This is an optimization exercise on Yosys and OpenROAD, whose aim is small area, a short achievable clock period and few clock cycles per item, not a production implementation.
Function was checked by simulation only, so behaviour that the tests miss may differ from the original.
Power and IR drop assume default switching activity.

Setup of P:
## dcacheTop
module dcacheTop (
	input logic CLK,
	input logic nRST,
	input logic dmemREN,
	input logic dmemWEN,
	input logic [31:0] dmemAddr,
	input logic [31:0] dmemStore,
	output logic [31:0] dmemLoad,
	output logic dhit,
	output logic dREN,
	output logic dWEN,
	output logic [31:0] dAddr,
	output logic [31:0] dStore,
	input logic [31:0] dLoad,
	input logic dwait
);
For scale: roughly 4,400 cells after synthesis, roughly 68,000 um2 of cells after synthesis.
clock: 7.5 ns
lec_check: 0
abc_clock_period_in_ps: 2500
cap_margin: 20
core_margin: 2
core_utilization: 65
cts_buf_list: sky130_fd_sc_hd__clkbuf_8
cts_cluster_diameter: 55
cts_cluster_size: 18
setup_slack_margin: 4.5
slew_margin: 20
tns_end_percent: 5
standard.sh (not shown) runs the stock make flow with config.mk's settings and CLKGATE_MAP_FILE= SYNTH_SCRIPT=/design/flow/synth_recipe.tcl, a recipe that flattens the netlist after the stock synthesis.
==> flow/flow/run.sh <==
#!/bin/bash
# The standard layout, with every port buffered by a plain buffer
# (sky130_fd_sc_hd__buf_2) instead of the default delay-buffer cell.
set -euo pipefail
export BUFFER_PORTS_ARGS="-buffer_cell sky130_fd_sc_hd__buf_2"
bash standard.sh > standard.log 2>&1
Testbench counts of P, summed over its fixed seeds: cycles 126,219, items 24,000.
## Diff of input files: Q against P
diff --git a/flow/config.mk b/flow/config.mk
--- a/flow/config.mk
+++ b/flow/config.mk
@@ -12,3 +12,2 @@
-export CTS_BUF_LIST = sky130_fd_sc_hd__clkbuf_8
-export CTS_CLUSTER_DIAMETER = 55
-export CTS_CLUSTER_SIZE = 18
+export CTS_CLUSTER_DIAMETER = 70
+export CTS_CLUSTER_SIZE = 25
### Flow results
Across P and Q, the outcome is the same: a clean finish for every run.
Status: portion of the clock cycle consumed by the worst path in the final layout parity (Q, P)
Of the two values seen for standard cell with the maximum stage delay on the critical path, nor4_2 was produced by Q and mux4_2 by P.
Compared with P, the router placed more vias in Q.
From P to Q the numbers moved as follows: power increased by about 0.54% relative to the old numbers, total wire length increased by 1.8% relative to the old numbers, footprint of the multi-input gates closely matched the old numbers, shortest clock period the worst path allows after layout decreased by 0.0046 ns relative to the old numbers.
Going from P to Q, measured slew at the worst slew-check pin moved down, final standard cell count with taps included and fillers excluded moved down, post-route worst hold slack level, final design instance area without fill moved up.

========
dcacheTop, a different RTL version from the one above (not shown whole).
Size in the first run: ~1600 flip-flops, roughly 200 I/O pins, ~68000 um2 of cells after synthesis.
export LEC_CHECK = 0
export ABC_CLOCK_PERIOD_IN_PS = 2500
export CAP_MARGIN = 20
export CORE_MARGIN = 2
export CORE_UTILIZATION = 55
export CTS_CLUSTER_DIAMETER = 70
export CTS_CLUSTER_SIZE = 25
export SETUP_SLACK_MARGIN = 4.5
export SLEW_MARGIN = 20
export TNS_END_PERCENT = 5
create_clock -name core_clock -period 7.5 [get_ports {CLK}]
run.sh (not shown) runs the stock make flow with config.mk's settings and CLKGATE_MAP_FILE= SYNTH_SCRIPT=/design/flow/synth_recipe.tcl, a recipe that flattens the netlist after the stock synthesis.
Stock flow here: none of the scripts above is used.
The starting point completed with no timing, DRC or antenna violations.
Testbench counts at the start, summed over its fixed seeds: cycles 124,981, items 24,000.
Edit:
==> flow/flow/run.sh (new file) <==
#!/bin/bash
# The standard layout, with every port buffered by a plain buffer
# (sky130_fd_sc_hd__buf_2) instead of the default delay-buffer cell.
set -euo pipefail
export BUFFER_PORTS_ARGS="-buffer_cell sky130_fd_sc_hd__buf_2"
bash standard.sh > standard.log 2>&1
==> flow/standard.sh (new file) <==
#!/bin/bash
# synth_recipe.tcl (not shown) runs the flow's synth.tcl, then flattens the netlist and writes it again
# the make line also repeats each setting of config.mk as NAME=value (left out here)
make -C /OpenROAD-flow-scripts/flow DESIGN_CONFIG=/design/flow/config.mk WORK_HOME=/design/flow/orfs CLKGATE_MAP_FILE= SYNTH_SCRIPT=/design/flow/synth_recipe.tcl "${@:-finish}"
removed: flow/run.sh
Result:
- wire length fell by 0.85%
- synthesized cell count is unchanged
- register-to-register slack is worse by 440 ps
- maximum frequency stays flat
- clock skew rose by 14 ps
- sequential share of layout area rose by 0.85 points
- global-route usage fell by 1.0 points

afterwards: timing with drivers on the ports:
The flow's constraints put no driver on any port. The routed layouts listed below were extracted and timed again, unchanged, in two steps. Step 1, drivers: a clkbuf_16 drives CLK and a buf_2 each remaining input, both assumed. Step 2, shift: input delay + t, output delay - t, t = (earliest + latest rising clock arrival at the registers) / 2. This alone moves slack from input paths to output paths. Slacks: no drivers / after step 1 / after step 2; pairs: no drivers / after step 1.
run | t (ns) | setup WS [ns] | worst hold slack (ns) | worst data-port slew with drivers (ns) | cell pins on the clock port's net
P | 0.947 | 4.213 / 3.996 / 3.049 | 0.467 / 0.467 / 0.467 | 0.43 | 1
Q | 0.788 | 4.217 / 3.831 / 3.043 | 0.469 / 0.469 / 0.469 | 0.56 | 1
the first run of note 2 | 0.857 | 4.248 / 4.000 / 3.144 | 0.480 / 0.480 / 0.480 | 0.45 | 1
the second run of note 2 | 0.861 | 4.238 / 3.941 / 3.080 | 0.474 / 0.474 / 0.474 | 0.39 | 1
After both steps setup and hold are still met in every run listed. For Q, which loses most, drivers alone change the setup slack by -0.386 ns; drivers and shift together by -1.174 ns.
